Context: an optimization exercise on an open-source flow, tuned for small area. The choices shown serve that exercise and are no tape-out recipe.
In this exercise RTL edits were held to simulation tests only and were not proved equivalent to the original.

--- flow/run.sh ---
#!/bin/bash
# The standard layout with these changes:
# - synthesis maps the logic with an area-oriented ABC script
#   (flow/abc_area.script) in place of ORFS's speed script; the synthesis
#   script itself and the register mapping are ORFS's own;
# - every port still gets a buffer, but the smallest one (buf_1);
# - Yosys's adder extraction is skipped (ADDER_MAP_FILE empty), so the few
#   half adders it finds are left to ABC;
# - clock tree synthesis uses no dummy loads and sink clusters of up to 28
#   flip-flops.
set -euo pipefail
WORK=$(pwd)
rm -rf "$WORK/scripts"
cp -r "$FLOW_HOME/scripts" "$WORK/scripts"
cp "$WORK/flow/abc_area.script" "$WORK/scripts/abc_speed.script"
bash standard.sh SCRIPTS_DIR="$WORK/scripts" \
  BUFFER_PORTS_ARGS="-buffer_cell sky130_fd_sc_hd__buf_1" \
  ADDER_MAP_FILE= \
  CTS_ARGS="-sink_clustering_enable -repair_clock_nets -dont_use_dummy_load -sink_clustering_size 28 -sink_clustering_max_diameter 100 -buf_list sky130_fd_sc_hd__clkbuf_16 -root_buf sky130_fd_sc_hd__clkbuf_16" \
  finish \
  > "$WORK/make_flow.log" 2>&1
--- flow/abc_area.script ---
&get -n; &st; &dc2; &dch; &nf -R 1000 -C 32 -F 8 -A 4 -p -k; &put
--- standard.sh ---
#!/bin/bash
# synth_recipe.tcl (not shown) runs the flow's synth.tcl, then flattens the netlist and writes it again
# the make line also repeats each setting of config.mk as NAME=value (left out here)
make -C /OpenROAD-flow-scripts/flow DESIGN_CONFIG=/design/flow/config.mk WORK_HOME=/design/flow/orfs CLKGATE_MAP_FILE= SYNTH_SCRIPT=/design/flow/synth_recipe.tcl "${@:-finish}"
--- config.mk ---
export PLATFORM = sky130hd
export DESIGN_NAME = keyExpand
export DESIGN_NICKNAME = keyExpand
export VERILOG_FILES = /design/flow/design.v
export SDC_FILE = /design/flow/constraint.sdc
export NUM_CORES = 4
export LEC_CHECK = 0
export CAP_MARGIN = 20
export CORE_MARGIN = 2
export CORE_UTILIZATION = 70
export SLEW_MARGIN = 20
--- constraint.sdc ---
create_clock -name core_clock -period 24.0 [get_ports {CLK}]
set_input_delay 4.8000 -clock core_clock [delete_from_list [all_inputs] [get_ports {CLK}]]
set_output_delay 4.8000 -clock core_clock [all_outputs]
set_load 0.01 [all_outputs]
--- design.v ---
package aesKeyPkg;
  typedef logic [32-1:0] keyWordT;
  typedef logic [4*32-1:0] roundKeyT;
  typedef logic [3:0] roundIdxT;
  typedef logic [7:0] byteT;
endpackage
module aesSbox (
  input  aesKeyPkg::byteT inByte,
  output aesKeyPkg::byteT outByte
);
  logic U0, U1, U2, U3, U4, U5, U6, U7;
  assign {U0, U1, U2, U3, U4, U5, U6, U7} = inByte;
  logic T1, T2, T3, T4, T5, T6, T7, T8, T9, T10, T11, T12, T13, T14, T15, T16;
  logic T17, T18, T19, T20, T21, T22, T23, T24, T25, T26, T27;
  assign T1  = U0 ^ U3;
  assign T2  = U0 ^ U5;
  assign T3  = U0 ^ U6;
  assign T4  = U3 ^ U5;
  assign T5  = U4 ^ U6;
  assign T6  = T1 ^ T5;
  assign T7  = U1 ^ U2;
  assign T8  = U7 ^ T6;
  assign T9  = U7 ^ T7;
  assign T10 = T6 ^ T7;
  assign T11 = U1 ^ U5;
  assign T12 = U2 ^ U5;
  assign T13 = T3 ^ T4;
  assign T14 = T6 ^ T11;
  assign T15 = T5 ^ T11;
  assign T16 = T5 ^ T12;
  assign T17 = T9 ^ T16;
  assign T18 = U3 ^ U7;
  assign T19 = T7 ^ T18;
  assign T20 = T1 ^ T19;
  assign T21 = U6 ^ U7;
  assign T22 = T7 ^ T21;
  assign T23 = T2 ^ T22;
  assign T24 = T2 ^ T10;
  assign T25 = T20 ^ T17;
  assign T26 = T3 ^ T16;
  assign T27 = T1 ^ T12;
  logic M1, M2, M3, M4, M5, M6, M7, M8, M9, M10, M11, M12, M13, M14, M15, M16;
  logic M17, M18, M19, M20, M21, M22, M23, M24, M25, M26, M27, M28, M29, M30;
  logic M31, M32, M33, M34, M35, M36, M37, M38, M39, M40, M41, M42, M43, M44, M45;
  logic M46, M47, M48, M49, M50, M51, M52, M53, M54, M55, M56, M57, M58, M59;
  logic M60, M61, M62, M63;
  assign M1  = T13 & T6;
  assign M2  = T23 & T8;
  assign M3  = T14 ^ M1;
  assign M4  = T19 & U7;
  assign M5  = M4 ^ M1;
  assign M6  = T3 & T16;
  assign M7  = T22 & T9;
  assign M8  = T26 ^ M6;
  assign M9  = T20 & T17;
  assign M10 = M9 ^ M6;
  assign M11 = T1 & T15;
  assign M12 = T4 & T27;
  assign M13 = M12 ^ M11;
  assign M14 = T2 & T10;
  assign M15 = M14 ^ M11;
  assign M16 = M3 ^ M2;
  assign M17 = M5 ^ T24;
  assign M18 = M8 ^ M7;
  assign M19 = M10 ^ M15;
  assign M20 = M16 ^ M13;
  assign M21 = M17 ^ M15;
  assign M22 = M18 ^ M13;
  assign M23 = M19 ^ T25;
  assign M24 = M22 ^ M23;
  assign M25 = M22 & M20;
  assign M26 = M21 ^ M25;
  assign M27 = M20 ^ M21;
  assign M28 = M23 ^ M25;
  assign M29 = M28 & M27;
  assign M30 = M26 & M24;
  assign M31 = M20 & M23;
  assign M32 = M27 & M31;
  assign M33 = M27 ^ M25;
  assign M34 = M21 & M22;
  assign M35 = M24 & M34;
  assign M36 = M24 ^ M25;
  assign M37 = M21 ^ M29;
  assign M38 = M32 ^ M33;
  assign M39 = M23 ^ M30;
  assign M40 = M35 ^ M36;
  assign M41 = M38 ^ M40;
  assign M42 = M37 ^ M39;
  assign M43 = M37 ^ M38;
  assign M44 = M39 ^ M40;
  assign M45 = M42 ^ M41;
  assign M46 = M44 & T6;
  assign M47 = M40 & T8;
  assign M48 = M39 & U7;
  assign M49 = M43 & T16;
  assign M50 = M38 & T9;
  assign M51 = M37 & T17;
  assign M52 = M42 & T15;
  assign M53 = M45 & T27;
  assign M54 = M41 & T10;
  assign M55 = M44 & T13;
  assign M56 = M40 & T23;
  assign M57 = M39 & T19;
  assign M58 = M43 & T3;
  assign M59 = M38 & T22;
  assign M60 = M37 & T20;
  assign M61 = M42 & T1;
  assign M62 = M45 & T4;
  assign M63 = M41 & T2;
  logic L0, L1, L2, L3, L4, L5, L6, L7, L8, L9, L10, L11, L12, L13, L14, L15;
  logic L16, L17, L18, L19, L20, L21, L22, L23, L24, L25, L26, L27, L28, L29;
  assign L0  = M61 ^ M62;
  assign L1  = M50 ^ M56;
  assign L2  = M46 ^ M48;
  assign L3  = M47 ^ M55;
  assign L4  = M54 ^ M58;
  assign L5  = M49 ^ M61;
  assign L6  = M62 ^ L5;
  assign L7  = M46 ^ L3;
  assign L8  = M51 ^ M59;
  assign L9  = M52 ^ M53;
  assign L10 = M53 ^ L4;
  assign L11 = M60 ^ L2;
  assign L12 = M48 ^ M51;
  assign L13 = M50 ^ L0;
  assign L14 = M52 ^ M61;
  assign L15 = M55 ^ L1;
  assign L16 = M56 ^ L0;
  assign L17 = M57 ^ L1;
  assign L18 = M58 ^ L8;
  assign L19 = M63 ^ L4;
  assign L20 = L0 ^ L1;
  assign L21 = L1 ^ L7;
  assign L22 = L3 ^ L12;
  assign L23 = L18 ^ L2;
  assign L24 = L15 ^ L9;
  assign L25 = L6 ^ L10;
  assign L26 = L7 ^ L9;
  assign L27 = L8 ^ L10;
  assign L28 = L11 ^ L14;
  assign L29 = L11 ^ L17;
  assign outByte[7] = L6 ^ L24;
  assign outByte[6] = ~(L16 ^ L26);
  assign outByte[5] = ~(L19 ^ L28);
  assign outByte[4] = L6 ^ L21;
  assign outByte[3] = L20 ^ L22;
  assign outByte[2] = L25 ^ L29;
  assign outByte[1] = ~(L13 ^ L27);
  assign outByte[0] = ~(L6 ^ L23);
endmodule
module keyRoundStep (
  input  aesKeyPkg::keyWordT lastWord,   
  input  aesKeyPkg::keyWordT backWord,   
  input  aesKeyPkg::byteT    rcon,
  output aesKeyPkg::keyWordT newWord     
);
  aesKeyPkg::keyWordT rotWord;
  aesKeyPkg::keyWordT subWord;
  assign rotWord = {lastWord[23:0], lastWord[31:24]};  
  genvar g;
  for (g = 0; g < 32 / 8; g++) begin : gSub
    aesSbox sbox (
      .inByte (rotWord[8*g +: 8]),
      .outByte(subWord[8*g +: 8])
    );
  end
  assign newWord = backWord ^ subWord ^ {rcon, 24'h000000};
endmodule
module keySequencer (
  input  logic                CLK,
  input  logic                CLR,
  input  logic                start,
  output logic                accept,
  output logic                busy,
  output logic [3:0]          phase,
  output aesKeyPkg::byteT     rcon,
  output logic                done
);
  logic [3:0] phaseNext;
  assign accept    = start & ~busy;  
  assign phaseNext = (phase == 4'd0) ? 4'd13 : phase - 4'd1;
  always_ff @(posedge CLK or posedge CLR) begin
    if (CLR) begin
      busy <= 1'b0;
      done <= 1'b0;
    end else if (accept) begin
      busy <= 1'b1;
      done <= 1'b0;
    end else if (busy && phase == 4'd4) begin
      busy <= 1'b0;
      done <= 1'b1;  
    end
  end
  always_ff @(posedge CLK) begin
    phase <= accept ? 4'd13 : phaseNext;
  end
  logic [9:0] ph;
  for (genvar i = 0; i < 10; i++) begin : gPh
    assign ph[i] = (phase == 4'(13 - i));
  end
  assign rcon[0] = ph[0] | ph[8];
  assign rcon[1] = ph[1] | ph[8] | ph[9];
  assign rcon[2] = ph[2] | ph[9];
  assign rcon[3] = ph[3] | ph[8];
  assign rcon[4] = ph[4] | ph[8] | ph[9];
  assign rcon[5] = ph[5] | ph[9];
  assign rcon[6] = ph[6];
  assign rcon[7] = ph[7];
endmodule
module roundKeyStore (
  input  logic                CLK,
  input  logic                accept,
  input  logic                busy,
  input  logic [3:0]          phase,
  input  aesKeyPkg::roundKeyT cipherKey,
  input  aesKeyPkg::keyWordT  newWord,
  output aesKeyPkg::keyWordT  lastWord,
  output aesKeyPkg::keyWordT  backWord,
  input  aesKeyPkg::roundIdxT rdRound,
  output aesKeyPkg::roundKeyT rdKey
);
  localparam int N = 14;
  aesKeyPkg::keyWordT ring [0:N-1];
  aesKeyPkg::keyWordT w0, w1, w2, w3;
  aesKeyPkg::keyWordT ld [0:3];
  assign {w0, w1, w2, w3} = cipherKey;
  assign ld[0] = w0 ^ w1 ^ ld[2];   
  assign ld[1] = w1 ^ w3;           
  assign ld[2] = w2 ^ w3;           
  assign ld[3] = w3;                
  always_ff @(posedge CLK) begin
    for (int p = 0; p < N - 4; p++) begin
      ring[p] <= ring[p+1];
    end
    for (int p = N - 4; p < N - 1; p++) begin
      ring[p] <= accept ? ld[p-(N-4)] : ring[p+1];
    end
    ring[N-1] <= accept ? ld[3] : (busy ? newWord : ring[0]);
  end
  assign lastWord = ring[N-1];
  assign backWord = ring[N-4];
  logic [4:0]     pA;
  logic [N/2-1:0] selE;
  logic [N/2-1:0] selO;
  logic           aOdd;
  logic           valid;
  always_comb begin
    pA = 5'(rdRound) + 5'(phase);
    if (pA >= 5'd14) pA = pA - 5'd14;
    valid = (rdRound <= aesKeyPkg::roundIdxT'(10));
    aOdd  = pA[0];
    for (int q = 0; q < N / 2; q++) begin
      selE[q] = valid && (pA[3:1] == 3'(q));
    end
    for (int q = 0; q < N / 2; q++) begin
      selO[q] = aOdd ? selE[q] : selE[(q+1)%(N/2)];
    end
  end
  aesKeyPkg::keyWordT e1, e2, o1, o2;
  always_comb begin
    e1 = '0;
    e2 = '0;
    o1 = '0;
    o2 = '0;
    for (int q = 0; q < N / 2; q++) begin
      e1 = e1 | ({32{selE[q]}} & ring[2*q]);
      e2 = e2 | ({32{selE[q]}} & ring[(2*q+N-2)%N]);
      o1 = o1 | ({32{selO[q]}} & ring[2*q+1]);
      o2 = o2 | ({32{selO[q]}} & ring[(2*q+N-1)%N]);
    end
  end
  aesKeyPkg::keyWordT e12, o12;
  assign e12 = e1 ^ e2;
  assign o12 = o1 ^ o2;
  assign rdKey = {e12 ^ o12, aOdd ? o12 : e12, e1 ^ o1, aOdd ? o1 : e1};
endmodule
module keyExpand (
  input  logic                CLK,
  input  logic                CLR,
  input  logic                start,
  input  aesKeyPkg::roundKeyT cipherKey,
  input  aesKeyPkg::roundIdxT rdRound,
  output aesKeyPkg::roundKeyT roundKey,
  output logic                done
);
  logic               accept;
  logic               busy;
  logic [3:0]         phase;
  aesKeyPkg::byteT    rcon;
  aesKeyPkg::keyWordT lastWord;
  aesKeyPkg::keyWordT backWord;
  aesKeyPkg::keyWordT newWord;
  keySequencer sequencer (
    .CLK   (CLK),
    .CLR   (CLR),
    .start (start),
    .accept(accept),
    .busy  (busy),
    .phase (phase),
    .rcon  (rcon),
    .done  (done)
  );
  keyRoundStep roundStep (
    .lastWord(lastWord),
    .backWord(backWord),
    .rcon    (rcon),
    .newWord (newWord)
  );
  roundKeyStore keyStore (
    .CLK      (CLK),
    .accept   (accept),
    .busy     (busy),
    .phase    (phase),
    .cipherKey(cipherKey),
    .newWord  (newWord),
    .lastWord (lastWord),
    .backWord (backWord),
    .rdRound  (rdRound),
    .rdKey    (roundKey)
  );
endmodule
==> results of run 1 <==
[state kept, by name, summed over array words and instances (netlist names)]
name / flops
sequencer.phase: 4
keyStore.ring: 448
sequencer.busy: 1
sequencer.done: 1
[worst min path at each step]
stage	start	endpoint	slack, ns	cells after the start
2_1_floorplan	keyStore.ring[1][1]	keyStore.ring[0][1]	0.35	0
3_3_place_gp	keyStore.ring[4][1]	keyStore.ring[3][1]	0.35	0
3_5_place_dp	keyStore.ring[4][27]	keyStore.ring[3][27]	0.36	0
4_1_cts	keyStore.ring[9][24]	keyStore.ring[8][24]	0.34	0
5_1_grt	keyStore.ring[9][24]	keyStore.ring[8][24]	0.33	0
6_report	keyStore.ring[9][24]	keyStore.ring[8][24]	0.34	0
[layout by cell type, fill, tap and decap left out, types with 5 or more instances in the layout]
cell type / Yosys / routed
nand2_1: 173 / 173
buf_1: 0 / 263
mux2_2: 0 / 7
mux2i_1: 33 / 33
a222oi_1: 224 / 224
a21oi_1: 103 / 103
o21ai_0: 54 / 54
dfxtp_1: 452 / 452
nand2b_1: 13 / 12
nand3_1: 72 / 72
a31oi_1: 5 / 5
nor2b_1: 19 / 18
xor2_1: 178 / 177
xnor2_1: 423 / 423
and3_1: 65 / 65
clkbuf_16: 0 / 20
buf_4: 0 / 20
clkinv_1: 40 / 40
nor2_1: 179 / 171
a22oi_1: 128 / 128
nor2_4: 0 / 8
[per-layer routing]
layer	share of wire, %	up-vias
met5	0	-
met4	2.8	0
met3	12	190
met2	46	1374
li1	-	8770
met1	39	9002
[cells by family after synthesis]
family | count (synthesis) | synth area share [%]
xor gates and xnor gates | 601 | 24.6
adders and majority gates | 2 | 0.0935
and+or+nand+nor | 533 | 11.0
buffers and inverters | 40 | 0.701
muxes | 41 | 1.96
DFF | 454 | 42.5
AOI/OAI and AO/OA | 523 | 19.1
[critical path: stages]
cell and delay (ns):
buf_1 0.22, nand2_1 0.12, o21ai_0 0.32, maj3_1 0.29
xnor2_1 0.11, nor3b_1 0.34, nand2b_1 0.22, o21ai_0 0.24
nor2_4 0.70, buf_4 0.60, mux2_2 0.88, buf_4 0.59
a22oi_1 0.17, and3_1 0.28, xnor2_1 0.31, nand2_1 0.09
o21ai_0 0.12, buf_1 0.17
[through the flow]
step	hold slack (ns)	utilization (%)	setup WS, ns
finish	0.342	77.8	8.59
global route	0.334	77.8	8.25
CTS	0.343	77.8	8.75
detailed placement	0.356	76.2	8.76
global placement	0.354	76.2	9.05
floorplan	0.349	-	7.11
[cell type report]
cell class / count / area, um2 / area share (%)
clock buffers: 20 / 500 / 2.12
inverters: 40 / 150 / 0.636
multi-input cells: 1700 / 12200 / 51.8
flip-flops and latches: 454 / 9100 / 38.5
well taps: 396 / 495 / 2.10
repair buffers: 283 / 1140 / 4.81
==> flow_summary.yaml, run 1 <==
cts:
  hold_buffers: 0
  cts_max_level: 1
  worstSkewPairLatency_ns: 0.55
  cts_setup_buffers: 0
  cts_tree: "done"
  clockBufferDepth: 3
  cts_resized: 0
  clkTransAtPathRegs_ns: 0.11
  cts_root_buf: "clkbuf_16"
  clock-sinks: 454
  cts_buffers: 20
floorplan:
  die_h_um: 179
  boundaryPins: 264
  start_util_pct: 70.5
  fp-row-count: 64
  coreArea_um2: 30300
  die_x_um: 179
  dieArea_um2: 32000
final_layout:
  final_nets: 2634
  area_delta_synth_final_pct: 10.4
  fill_cells: 2205
  n_antenna_cell: 0
  layout-drive-gt1-share_pct: 2.32
  layoutNonFillerInstCount: 2893
  final_area_um2: 23600
drt:
  totalWireLength_mm: 63.0
  vias_per_cell: 6.68
  drtIter0Drc: 3493
  drt-pass1-iter-count: 13
  vias: 19336
  antenna_left: 0
  wl_per_cell_um: 21.8
  drc_errors: 0
setup_path:
  arrival_ns: 10.61
  rr_startpoint: "keyStore.ring[13][1]"
  critical_path_required_ns: 19.20
  crit_type: "in2out"
  cp-start-kind: "input port"
  cp-end-kind: "primary output"
  path_max_fanout: 38
  reg2reg_slack_ns: 18.60
  startpoint: "rdRound[0]"
  r2r_cells: 20
  r2r_end: "keyStore.ring[13][10]"
  endpoint: "roundKey[95]"
global_route:
  grt_max_degree: 82
  grt_pass1_wl_mm: 96.3
  grt_usage_pct: 38.0
  antenna_found_initial: 0
  use_met2_pct: 60.6
  busiest_layer: "met2"
  use_met1_pct: 51.6
  grt_overflow: 0
  use_met3_pct: 7.55
  first_global_vias: 18279
synthesis:
  synth_async_sr_flop_share_pct: 0.441
  synth_cells: 2194
  yosysWarnings: 4
  yosys.area.top_type_share_pct: 42.3
  avgSynthCellArea_um2: 9.76
  synth-edff-count: 0
  synth-seq-cells: 454
  synth.most_common_cell: "dfxtp_1"
  ys_top_cells_by_count: "dfxtp_1, xnor2_1, a222oi_1, nor2_1, xor2_1"
  synth.distinct_cells: 30
  yosys.area.top_type: "dfxtp_1"
  synth_nets: 2329
  synth_seq_area_share_pct: 42.5
  synthTopCellsByArea: "dfxtp_1, xnor2_1, a222oi_1, xor2_1, a22oi_1"
  syn_area_um2: 21400
  synth_top_flop_cell: "dfxtp_1"
timing:
  fin_crit_sh_pct: 64.2
  fmax_ghz: 0.0649
  slew_viol_final: 0
  period_minus_slack_ns: 15.41
  setup_viol: 0
  worstMarginPinSlew_ns: 1.09
  rsz0062_at_grt: "false"
  finalSetupTns_ns: 0
  slew-limit-headroom_pct: 27.0
  finalHoldViolations: 0
  fin_worst_skew_ns: 0.0355
run_status:
  status: "timing/DRC/antenna clean"
placed_design:
  placed_area_um2: 23100
  gp_congestion: 0.944
  dp_cells: 2873
  io_buffers: 263
  dpl.hpwl_mm: 41.6
flow_run:
  maxCapViolCount: 0
hold_path:
  hold_path_class: "reg2reg"
==> inputs of run 2 (changes only) <==
--- a/config.mk
+++ b/config.mk
@@ -8,4 +8,4 @@
 export CAP_MARGIN = 20
 export CORE_MARGIN = 2
-export CORE_UTILIZATION = 70
+export CORE_UTILIZATION = 80
 export SLEW_MARGIN = 20
==> run 2 against run 1 <==
Effect of this change:
- highest routed layer unchanged
- critical path depth is the same
- clock-buffer cell count is the same
- core utilization grew 12 points
- sequential share of layout area grew 0.088 points
- setup slack lost 0.25 ns
- clock skew grew 0.030 ns
- first-iteration DRC count grew 39%
- final area shrank 0.23%
- global-route usage grew 11 points
- hold slack lost 0.036 ns
- largest cell class unchanged
- synthesized area is the same
==> flow_summary.yaml, run 2 <==
run_status:
  status: "timing/DRC/antenna clean"
final_layout:
  largest_reg_flops: 448
  final_cell_mix: "dfxtp_1, xnor2_1, buf_1, a222oi_1, xor2_1"
  top_regs: "keyStore.ring x448, sequencer.phase x4"
  layout-drive-gt1-share_pct: 2.36
  n_antenna_cell: 0
  mostFrequentLayoutCell: "dfxtp_1"
  largest_register: "keyStore.ring"
  area_delta_synth_final_pct: 10.1
  final_nets: 2635
  fill_cells: 1175
  layoutNonFillerInstCount: 2833
drt:
  drt-pass1-iter-count: 14
  vias: 20982
  drc_errors: 0
  drtIter0Drc: 4845
  vias_per_cell: 7.41
  totalWireLength_mm: 71.3
  antenna_left: 0
  wl_per_cell_um: 25.2
synthesis:
  syn_area_um2: 21400
  synthTopCellsByArea: "dfxtp_1, xnor2_1, a222oi_1, xor2_1, a22oi_1"
  synth.distinct_cells: 30
  synth-edff-count: 0
  synth_nets: 2329
  yosys.area.top_type: "dfxtp_1"
  synth_seq_area_share_pct: 42.5
  synth_top_flop_cell: "dfxtp_1"
  yosys.area.top_type_share_pct: 42.3
  avgSynthCellArea_um2: 9.76
  yosysWarnings: 4
  synth_async_sr_flop_share_pct: 0.441
  ys_top_cells_by_count: "dfxtp_1, xnor2_1, a222oi_1, nor2_1, xor2_1"
  synth_cells: 2194
  synth-seq-cells: 454
  synth.most_common_cell: "dfxtp_1"
placed_design:
  io_buffers: 263
  dp_cells: 2813
  dpl.hpwl_mm: 45.6
  gp_congestion: 0.999
setup_path:
  rr_startpoint: "keyStore.ring[13][5]"
  r2r_end: "keyStore.ring[13][12]"
  path_max_fanout: 42
  crit_type: "in2out"
  reg2reg_slack_ns: 18.49
  cp-start-kind: "input port"
  cp-end-kind: "primary output"
  critical_path_required_ns: 19.20
  arrival_ns: 10.85
  r2r_cells: 19
cts:
  cts_buffers: 20
  cts_setup_buffers: 0
  clockBufferDepth: 3
  cts_max_level: 1
  hold_buffers: 0
  clock-sinks: 454
  cts_root_buf: "clkbuf_16"
  worstSkewPairLatency_ns: 0.55
  cts_resized: 0
  cts_tree: "done"
  clkTransAtPathRegs_ns: 0.11
timing:
  fin_worst_skew_ns: 0.0652
  fin_crit_sh_pct: 65.2
  finalSetupTns_ns: 0
  slew_viol_final: 0
  period_minus_slack_ns: 15.65
  setup_viol: 0
  worstMarginPinSlew_ns: 1.03
  fmax_ghz: 0.0639
  finalHoldViolations: 0
  rsz0062_at_grt: "false"
  slew-limit-headroom_pct: 31.3
global_route:
  grt_max_degree: 75
  antenna_found_initial: 0
  grt_overflow: 0
  grt_usage_pct: 49.1
  first_global_vias: 21194
  grt_pass1_wl_mm: 110
floorplan:
  start_util_pct: 81.9
  coreArea_um2: 26100
  dieArea_um2: 28100
  die_x_um: 168
  boundaryPins: 264
  fp-row-count: 59
  die_h_um: 168
hold_path:
  hold_path_class: "reg2reg"
  hold_start: "keyStore.ring[2][28]"
  hold_path_depth: 0
  min_to: "keyStore.ring[1][28]"
flow_run:
  maxCapViolCount: 0
-- run 2: critical path: stages --
cell and delay, ns:
buf_1 0.17, nand2_1 0.14, o21ai_0 0.20, maj3_1 0.43
maj3_1 0.39, nand2_1 0.12, xor2_1 0.21, nand4_1 0.29
nor2_4 0.73, buf_4 0.67, mux2_2 0.73, buf_4 0.60
a222oi_1 0.16, and3_1 0.24, xnor2_1 0.51, nand2_1 0.09
o21ai_0 0.12, buf_1 0.20
-- run 2: logic make-up after synthesis --
group | count (synthesis) | share of synthesized area [%]
multiplexers | 41 | 1.96
AND/OR/NAND/NOR | 533 | 11.0
XOR/XNOR | 601 | 24.6
adder cells (fa/ha/maj) | 2 | 0.0935
AO/OA/AOI/OAI | 523 | 19.1
buffers and inverters | 40 | 0.701
flip-flops | 454 | 42.5
-- run 2: stage by stage --
| stage | setup slack, ns | hold WS [ns] | utilization, % | instance area, um2 |
|---|---|---|---|---|
| finish | 8.35 | 0.306 | 90.2 | 23600 |
| global route | 8.27 | 0.304 | 90.2 | 23600 |
| CTS | 8.77 | 0.304 | 90.2 | 23600 |
| detailed placement | 8.85 | 0.359 | 88.3 | 23100 |
| global placement | 9.15 | 0.353 | 88.2 | 23000 |
| floorplan | 7.11 | 0.349 | - | 21400 |
-- run 2: per-layer routing --
metal | global-route usage [%] | share of wire (%) | vias to the layer above
met5 | 0 | 0 | -
met4 | 33.0 | 8.1 | 0
met3 | 13.8 | 16 | 636
met2 | 78.5 | 44 | 2071
li1 | - | - | 8754
met1 | 57.7 | 32 | 9521
-- run 2: final cells by class --
class	count	area (um2)	area share, %
multi-input cells	1700	12200	51.9
flip-flops and latches	454	9100	38.6
repair buffers	284	1160	4.94
clock buffers	20	500	2.12
well taps	335	419	1.78
inverters	40	150	0.637
-- run 2: worst max path at each step --
stage                     from           end  cells after the start
floorplan           rdRound[0]  roundKey[77]                      7
global placement    rdRound[0]  roundKey[95]                     18
detailed placement  rdRound[0]  roundKey[95]                     18
CTS                 rdRound[0]  roundKey[95]                     18
global route        rdRound[0]  roundKey[95]                     18
finish              rdRound[0]  roundKey[95]                     18

[what the ideal ports hide]
No port has a modelled driver above. Below, the same layouts with a new extraction and two added sets of constraints. Step 1, drivers: a clkbuf_16 drives CLK and a buf_2 each remaining input, both assumed. Step 2 moves the port delays by t, midway between the first and last clock arrival at a register: inputs arrive t later, outputs are due t later. That takes back most of the time a late clock gives input paths. Slacks: no drivers / after step 1 / after step 2; pairs: no drivers / after step 1.
run	t, ns	setup slack, ns	hold slack, ns	worst setup path at the end	worst slew at a driven data input, ns
run 1	0.593	8.594 / 8.570 / 8.570	0.342 / 0.342 / 0.342	input to output	0.04
run 2	0.572	8.348 / 8.328 / 8.328	0.306 / 0.306 / 0.306	input to output	0.05
After both steps setup and hold are still met in every run listed. For run 1, which loses most, drivers alone change the setup slack by -0.024 ns; drivers and shift together by -0.024 ns.
